From an optimization exercise on the open Yosys and OpenROAD flow, aimed at small area, a short achievable clock period and few clock cycles; shortcuts taken in it are not production practice. Function was checked by simulation only, so behaviour that the tests miss may differ from the original. No activity file was given, so power comes from the tool's default toggle rates.

File: flow/run.sh
#!/bin/bash
# synth_recipe.tcl (not shown) runs the flow's synth.tcl, then flattens the netlist and writes it again
# the make line also repeats each setting of config.mk as NAME=value (left out here)
make -C /OpenROAD-flow-scripts/flow DESIGN_CONFIG=/design/flow/config.mk WORK_HOME=/design/flow/orfs CLKGATE_MAP_FILE= SYNTH_SCRIPT=/design/flow/synth_recipe.tcl finish
File: flow/constraint.sdc
create_clock -name core_clock -period 7.5 [get_ports {clk}]
set_input_delay 1.5000 -clock core_clock [delete_from_list [all_inputs] [get_ports {clk}]]
set_output_delay 1.5000 -clock core_clock [all_outputs]
set_load 0.01 [all_outputs]
File: flow/design.v
package sstf_pkg;
	localparam int TOTAL_W = 17;
	localparam logic [TOTAL_W-1:0] TOTAL_MAX = 17'h1FFFF;
	localparam logic OP_LOAD = 1'b0;
	localparam logic OP_RUN  = 1'b1;
	localparam int OUT_USER_W      = 2;
	localparam int OUT_USER_NO_REQ = 0;
	localparam int OUT_USER_OVF    = 1;
	typedef enum logic [4:0] {
		ST_IDLE  = 5'b00001,
		ST_SCAN  = 5'b00010,
		ST_DRAIN = 5'b00100,
		ST_FINAL = 5'b01000,
		ST_EMPTY = 5'b10000
	} sstf_state_t;
	typedef struct packed {
		logic load;         
		logic start;        
		logic issue;        
		logic finalize;     
		logic emit_empty;   
	} sstf_cmd_t;
	typedef struct packed {
		logic count_zero;    
		logic scan_last;     
		logic last_served;   
		logic out_free;      
	} sstf_sts_t;
endpackage
module sstf_ctrl (
	input  logic                clk,
	input  logic                arst_n,
	input  logic                s_tvalid,
	output logic                s_tready,
	input  logic                s_op,
	output sstf_pkg::sstf_cmd_t cmd,
	input  sstf_pkg::sstf_sts_t sts
);
	sstf_pkg::sstf_state_t state_q;
	sstf_pkg::sstf_state_t state_d;
	logic                  accept;
	assign s_tready = (state_q == sstf_pkg::ST_IDLE);
	assign accept   = s_tvalid & s_tready;
	always_comb begin
		state_d        = state_q;
		cmd            = '0;
		case (state_q)
			sstf_pkg::ST_IDLE: begin
				if (accept) begin
					if (s_op == sstf_pkg::OP_LOAD) begin
						cmd.load = 1'b1;
					end else begin
						cmd.start = 1'b1;
						state_d   = sts.count_zero ? sstf_pkg::ST_EMPTY : sstf_pkg::ST_SCAN;
					end
				end
			end
			sstf_pkg::ST_SCAN: begin
				cmd.issue = 1'b1;
				if (sts.scan_last) begin
					state_d = sstf_pkg::ST_DRAIN;
				end
			end
			sstf_pkg::ST_DRAIN: begin
				state_d = sstf_pkg::ST_FINAL;
			end
			sstf_pkg::ST_FINAL: begin
				if (sts.out_free) begin
					cmd.finalize = 1'b1;
					state_d      = sts.last_served ? sstf_pkg::ST_IDLE : sstf_pkg::ST_SCAN;
				end
			end
			sstf_pkg::ST_EMPTY: begin
				if (sts.out_free) begin
					cmd.emit_empty = 1'b1;
					state_d        = sstf_pkg::ST_IDLE;
				end
			end
			default: begin
				state_d = sstf_pkg::ST_IDLE;
			end
		endcase
	end
	always_ff @(posedge clk or negedge arst_n) begin
		if (!arst_n) begin
			state_q <= sstf_pkg::ST_IDLE;
		end else begin
			state_q <= state_d;
		end
	end
endmodule
module sstf_datapath #(
	parameter  int MAX_REQUESTS  = 32,
	parameter  int POSITION_BITS = 12,
	localparam int OUT_DATA_W    = ((3 * POSITION_BITS + sstf_pkg::TOTAL_W + 7) / 8) * 8
) (
	input  logic                              clk,
	input  logic                              arst_n,
	input  sstf_pkg::sstf_cmd_t               cmd,
	output sstf_pkg::sstf_sts_t               sts,
	input  logic [POSITION_BITS-1:0]          position,
	input  logic                              m_tready,
	output logic                              m_tvalid,
	output logic [OUT_DATA_W-1:0]             m_tdata,
	output logic                              m_tlast,
	output logic [sstf_pkg::OUT_USER_W-1:0]   m_tuser
);
	localparam int CNT_W = $clog2(MAX_REQUESTS + 1);
	localparam int IDX_W = (MAX_REQUESTS > 1) ? $clog2(MAX_REQUESTS) : 1;
	localparam int TW    = sstf_pkg::TOTAL_W;
	localparam int SUM_W = (POSITION_BITS + 1 > TW + 1) ? POSITION_BITS + 1 : TW + 1;
	localparam int FLD_W = 3 * POSITION_BITS + TW;
	logic [POSITION_BITS-1:0] table_mem [MAX_REQUESTS];
	logic [MAX_REQUESTS-1:0]  served_q;
	logic [CNT_W-1:0]         count_q;
	logic                     ovf_q;
	logic                     ovf_run_q;
	logic [POSITION_BITS-1:0] head_q;
	logic [TW-1:0]            total_q;
	logic [POSITION_BITS-1:0] max_q;
	logic [CNT_W-1:0]         done_q;
	logic [CNT_W-1:0]         scan_q;
	logic [POSITION_BITS-1:0] rdata_s1;
	logic [IDX_W-1:0]         idx_s1;
	logic                     vld_s1;
	logic                     found_q;
	logic [IDX_W-1:0]         best_idx_q;
	logic [POSITION_BITS-1:0] best_pos_q;
	logic [POSITION_BITS-1:0] best_d_q;
	logic                            out_vld_q;
	logic [FLD_W-1:0]                out_data_q;
	logic                            out_last_q;
	logic [sstf_pkg::OUT_USER_W-1:0] out_user_q;
	logic [POSITION_BITS-1:0]        cand_d;
	logic                            better;
	logic [SUM_W-1:0]                sum;
	logic [TW-1:0]                   new_total;
	logic [POSITION_BITS-1:0]        new_max;
	logic [sstf_pkg::OUT_USER_W-1:0] fin_user;
	logic [sstf_pkg::OUT_USER_W-1:0] empty_user;
	assign cand_d = (rdata_s1 >= head_q) ? rdata_s1 - head_q : head_q - rdata_s1;
	assign better = vld_s1 && !served_q[idx_s1] && (!found_q || cand_d < best_d_q);
	assign sum       = SUM_W'(total_q) + SUM_W'(best_d_q);
	assign new_total = (sum > SUM_W'(sstf_pkg::TOTAL_MAX)) ? sstf_pkg::TOTAL_MAX : sum[TW-1:0];
	assign new_max   = (best_d_q > max_q) ? best_d_q : max_q;
	always_comb begin
		fin_user                                = '0;
		fin_user[sstf_pkg::OUT_USER_OVF]        = ovf_run_q;
		empty_user                              = '0;
		empty_user[sstf_pkg::OUT_USER_NO_REQ]   = 1'b1;
	end
	assign sts.count_zero  = (count_q == '0);
	assign sts.scan_last   = (scan_q + CNT_W'(1) == count_q);
	assign sts.last_served = (done_q + CNT_W'(1) == count_q);
	assign sts.out_free    = !out_vld_q || m_tready;
	always_ff @(posedge clk) begin
		if (cmd.load && (count_q < CNT_W'(MAX_REQUESTS))) begin
			table_mem[count_q[IDX_W-1:0]] <= position;
		end
		rdata_s1 <= table_mem[scan_q[IDX_W-1:0]];
		idx_s1   <= scan_q[IDX_W-1:0];
	end
	always_ff @(posedge clk) begin
		if (better) begin
			best_idx_q <= idx_s1;
			best_pos_q <= rdata_s1;
			best_d_q   <= cand_d;
		end
	end
	always_ff @(posedge clk or negedge arst_n) begin
		if (!arst_n) begin
			served_q  <= '0;
			count_q   <= '0;
			ovf_q     <= 1'b0;
			ovf_run_q <= 1'b0;
			head_q    <= '0;
			total_q   <= '0;
			max_q     <= '0;
			done_q    <= '0;
			scan_q    <= '0;
			vld_s1    <= 1'b0;
			found_q   <= 1'b0;
		end else begin
			vld_s1 <= cmd.issue;
			if (cmd.issue) begin
				scan_q <= scan_q + CNT_W'(1);
			end
			if (better) begin
				found_q <= 1'b1;
			end
			if (cmd.load) begin
				if (count_q < CNT_W'(MAX_REQUESTS)) begin
					served_q[count_q[IDX_W-1:0]] <= 1'b0;
					count_q                      <= count_q + CNT_W'(1);
				end else begin
					ovf_q <= 1'b1;
				end
			end
			if (cmd.start) begin
				head_q    <= position;
				total_q   <= '0;
				max_q     <= '0;
				done_q    <= '0;
				scan_q    <= '0;
				found_q   <= 1'b0;
				ovf_run_q <= ovf_q;
			end
			if (cmd.finalize) begin
				head_q  <= best_pos_q;
				total_q <= new_total;
				max_q   <= new_max;
				done_q  <= done_q + CNT_W'(1);
				scan_q  <= '0;
				found_q <= 1'b0;
			end
			if ((cmd.finalize && sts.last_served) || cmd.emit_empty) begin
				served_q <= '0;
				count_q  <= '0;
				ovf_q    <= 1'b0;
			end else if (cmd.finalize) begin
				served_q[best_idx_q] <= 1'b1;
			end
		end
	end
	always_ff @(posedge clk or negedge arst_n) begin
		if (!arst_n) begin
			out_vld_q <= 1'b0;
		end else if (cmd.finalize || cmd.emit_empty) begin
			out_vld_q <= 1'b1;
		end else if (m_tready) begin
			out_vld_q <= 1'b0;
		end
	end
	always_ff @(posedge clk) begin
		if (cmd.finalize) begin
			out_data_q <= {new_max, new_total, best_d_q, best_pos_q};
			out_last_q <= sts.last_served;
			out_user_q <= fin_user;
		end else if (cmd.emit_empty) begin
			out_data_q <= '0;
			out_last_q <= 1'b1;
			out_user_q <= empty_user;
		end
	end
	assign m_tvalid = out_vld_q;
	assign m_tdata  = OUT_DATA_W'(out_data_q);
	assign m_tlast  = out_last_q;
	assign m_tuser  = out_user_q;
endmodule
module sstf_disk_scheduler #(
	parameter  int MAX_REQUESTS  = 32,
	parameter  int POSITION_BITS = 12,
	localparam int IN_DATA_W     = ((POSITION_BITS + 7) / 8) * 8,
	localparam int OUT_DATA_W    = ((3 * POSITION_BITS + sstf_pkg::TOTAL_W + 7) / 8) * 8
) (
	input  logic                            clk,
	input  logic                            arst_n,
	input  logic                            s_tvalid,
	output logic                            s_tready,
	input  logic [IN_DATA_W-1:0]            s_tdata,   
	input  logic                            s_tuser,   
	output logic                            m_tvalid,
	input  logic                            m_tready,
	output logic [OUT_DATA_W-1:0]           m_tdata,
	output logic                            m_tlast,   
	output logic [sstf_pkg::OUT_USER_W-1:0] m_tuser    
);
	sstf_pkg::sstf_cmd_t cmd;
	sstf_pkg::sstf_sts_t sts;
	sstf_ctrl u_ctrl (
		.clk      (clk),
		.arst_n   (arst_n),
		.s_tvalid (s_tvalid),
		.s_tready (s_tready),
		.s_op     (s_tuser),
		.cmd      (cmd),
		.sts      (sts)
	);
	sstf_datapath #(
		.MAX_REQUESTS  (MAX_REQUESTS),
		.POSITION_BITS (POSITION_BITS)
	) u_datapath (
		.clk      (clk),
		.arst_n   (arst_n),
		.cmd      (cmd),
		.sts      (sts),
		.position (s_tdata[POSITION_BITS-1:0]),
		.m_tready (m_tready),
		.m_tvalid (m_tvalid),
		.m_tdata  (m_tdata),
		.m_tlast  (m_tlast),
		.m_tuser  (m_tuser)
	);
endmodule
File: flow/config.mk
export PLATFORM = sky130hd
export DESIGN_NAME = sstf_disk_scheduler
export DESIGN_NICKNAME = sstf_disk_scheduler
export VERILOG_FILES = /design/flow/design.v
export SDC_FILE = /design/flow/constraint.sdc
export NUM_CORES = 4
export LEC_CHECK = 0
export CAP_MARGIN = 20
export CORE_MARGIN = 2
export CORE_UTILIZATION = 40
export SLEW_MARGIN = 20
==> results.txt <==
## cells by family (layout without fill, tap and decap cells)
family,Yosys count,after routing
xor+xnor,56,56
fa+ha+maj,71,71
flops,587,587
other cells,1,3
mux,159,159
compound gates,255,255
buf+inv,141,292
simple gates,343,343
## worst max path at each step
stage | endpoint | slack [ns] | startpoint
6_report | u_datapath.best_idx_q[3] | 2.88 | u_datapath.rdata_s1[3]
5_1_grt | u_datapath.best_idx_q[1] | 2.52 | u_datapath.rdata_s1[3]
4_1_cts | u_datapath.best_pos_q[11] | 2.85 | u_datapath.rdata_s1[3]
3_5_place_dp | u_datapath.best_idx_q[3] | 2.93 | u_datapath.rdata_s1[3]
3_3_place_gp | u_datapath.best_idx_q[1] | 2.91 | u_datapath.rdata_s1[3]
2_1_floorplan | u_datapath.out_data_q[0] | 3.14 | m_tready
## per-stage QoR
step	instances	worst slack [ns]	total power, mW	utilization
finish	2612	2.88	9.48	0.463
global route	2612	2.52	9.99	0.463
CTS	2612	2.85	9.59	0.464
floorplan	1615	3.14	5.92	-
global placement	2491	2.91	6.57	0.431
detailed placement	2499	2.93	6.60	0.432
## cell usage in the layout, fill, tap and decap left out, types with 20 or more instances in the layout
cell type        netlist  final
buf_4                 13     38
inv_1                 62     62
dfrtp_1              100     96
xor2_1                26     26
a21oi_1               76     76
a22o_1                26     26
mux4_2               130    130
clkdlybuf4s50_1        0     63
edfxtp_1             468    468
xnor2_1               30     30
a31oi_1               20     20
nor2_1               116    109
nand3_1               31     30
ha_1                  68     68
o21ai_1               26     26
clkbuf_16              0     62
and2_1                21     21
o21ai_0               30     30
nand2_1               90     90
a21o_1                23     23
## state kept, by name (all words and copies together) (netlist names)
register               flops
u_datapath.scan_q          6
u_datapath.done_q          6
u_datapath.total_q        17
u_datapath.best_idx_q      5
u_datapath.max_q          12
u_datapath.out_last_q      1
u_datapath.found_q         1
u_datapath.out_vld_q       1
u_datapath.count_q         6
u_datapath.rdata_s1       12
u_datapath.ovf_q           1
u_datapath.idx_s1          5
u_ctrl.state_q             5
u_datapath.best_d_q       12
u_datapath.out_user_q      2
u_datapath.best_pos_q     12
u_datapath.head_q         12
u_datapath.vld_s1          1
u_datapath.ovf_run_q       1
u_datapath.out_data_q     53
u_datapath.table_mem     384
u_datapath.served_q       32
## routing by layer
layer | wire [µm] | vias up | global-route usage
met5 | 0 | - | 0
met4 | 940 | 0 | 0.0428
met3 | 2920 | 64 | 0.0296
met2 | 26500 | 322 | 0.274
met1 | 25400 | 7192 | 0.244
li1 | - | 6388 | -
## area by class of cell
type                    count  share of cell area
clock inverters            27             0.00955
clock buffers              86              0.0582
inverters                  63             0.00809
multi-input cells         887               0.273
repair buffers            116              0.0350
well taps                 846              0.0362
flip-flops and latches    587               0.580
## report_power, final
group | switching (mW) | total [mW] | internal, mW | leakage [nW]
combinational | 1.33 | 2.48 | 1.15 | 3.56
sequential | 0.289 | 4.04 | 3.75 | 5.74
clock | 1.25 | 2.96 | 1.72 | 0.960
==> out/qor.csv <==
metric,value,unit
clock buffer depth,3,
Setup-failing EPs final,0,
GRT overflow,0,
RSZ-0062 raised after global routing,no,
cell taking the most area after synthesis,edfxtp_1,
Fmax,0.217,GHz
root buf cell,clkbuf_16,
n_diodes,0,
Routed Antenna Nets,0,
LEAKAGE,10.3,nW
Final Hold Vio Count,0,
worst min-delay path endpoint,u_datapath.best_pos_q[0],
antenna violations before repair,0,
Tmin final,4.62,ns
FF/Latch Area,17000,µm²
Sink Count,587,
Seq cells post-synth,587,
Worst Hold Depth,0,
Critical R2R Capture,u_datapath.best_idx_q[3],
fillers,5551,
vias in the first global route,14343,
r2r setup slk,2.88,ns
async set-or-reset flop fraction in the synthesized netlist,0.172,
Worst EP required,7.78,ns
layout cell share with drive strength beyond 1,0.181,
"Max FO, Critical Path",21,
crit path capture type,flop,
"Cell Chain, Critical Path",inv_1 > ha_1 > a21oi_1 > nand2_1 > a41o_1 > nand3_1 > a31oi_1 > buf_4 > mux2_2 > ha_1 > a21boi_0 > o21a_1 > o21a_1 > o211ai_1 > a21oi_1 > nor4_1 > o211a_1 > buf_4,
setup TNS,0,ns
hold path start,u_datapath.rdata_s1[0],
clk_skew,0.0474,ns
"Area growth, synth to finish",14.7,%
worst hold slack,0.460,ns
Port Buffers,74,
worst hold path class,flop to flop,
starting density of the core,0.404,
pwr dens,324,nW/µm²
largest net degree at the start of global routing,71,
Max rail drop VDD,229,µV
# Post-CTS Setup Buffers,0,
clock buffer count from CTS,60,
slowest CP cell,o211a_1,
Mapped Area,25500,µm²
Hold Buf Count CTS,0,
boundary pin count,82,
Post-synth EDFFs,468,
status,no timing/DRC/antenna violations,
CTS tree,yes,
DR WL/cell,21.4,µm
die width,256,µm
Crit path arrival time,4.89,ns
worst-margin pin slew,1.08,ns
Netlist cell types,76,
fin. max-slew vios,0,
Global Route Usage Sum,0.171,
Mean Syn Cell Area,15.8,µm²
routed via count,13966,
Syn Inst Count,1613,
H-tree depth,2,
dominant synthesized flop cell,edfxtp_1,
mux cell area share after synthesis,0.127,
drt total wl,55800,µm
Tcrit/Tclk final,0.615,
post-synthesis adder-cell area fraction,0.0357,
drt pass-1 iters,5,
Post-CTS Resized,0,
R2R depth,18,
max-cap viol count,0,
worst setup path class,flop to flop,
fin nets,1807,
register area share after synthesis,0.665,
yosys warns,2,
"delay-heaviest family, CP",compound AO/OA/AOI/OAI gates,
CP peak stage delay,0.45,ns
most common cell in the netlist,edfxtp_1,
top cells by instance count after synthesis,"468 x edfxtp_1, 130 x mux4_2, 116 x nor2_1",
Worst Path Buf+Inv,3,
Skew-Pair Late Insertion Delay,0.65,ns
Slew HR,0.277,
Post-Layout Inst Area,29200,µm²
main combinational cell family by area after synthesis,multiplexers,
Worst-path clk slew,0.06,ns
Simple-Gate Fraction of Synth Area,0.0645,
vias per cell,5.35,
floorplan row count,92,
Worst path depth,18,
area of the multi-input gates,7970,µm²
die footprint,65700,µm²
reg-to-reg critical path startpoint,u_datapath.rdata_s1[3],
Synth area leaders,"edfxtp_1 55%, mux4_2 11%, dfrtp_1 9.8%",
GP Congestion,0.868,
Synth Area in XOR/XNOR,0.0192,
Core ar.,63100,µm²
global-route wire length before repair,86400,µm
top-area cell type share of the netlist area,0.551,
Final HPWL DP,36100,µm
DR iter-0 viols,1065,
CP Launch Type,flop,
Area after DPL,27300,µm²
Compound-Gate Fraction of Synth Area,0.0646,
DRC viols,0,
Die Ht,256,µm
Testbench counts, summed over its fixed seeds: cycles 199,294.

-- afterwards: timing with drivers on the ports --
The flow's constraints put no driver on any port. The routed layout listed below was extracted and timed again, unchanged, in two steps. Step 1: set_driving_cell puts a clkbuf_16 on clk and a buf_2 on each other input, an assumption about the parent block. Step 2 moves the port delays by t, midway between the first and last clock arrival at a register: inputs arrive t later, outputs are due t later. That takes back most of the time a late clock gives input paths. Three values: ideal, step 1, step 2; two values: the first two.
shift t [ns]: 0.678
setup WS [ns]: 2.885 / 2.885 / 2.885
clock arrival spread, ns: 0.049 / 0.049
After both steps setup and hold are still met in this run. For this run, drivers alone change the setup slack by 0.000 ns; drivers and shift together by 0.000 ns.
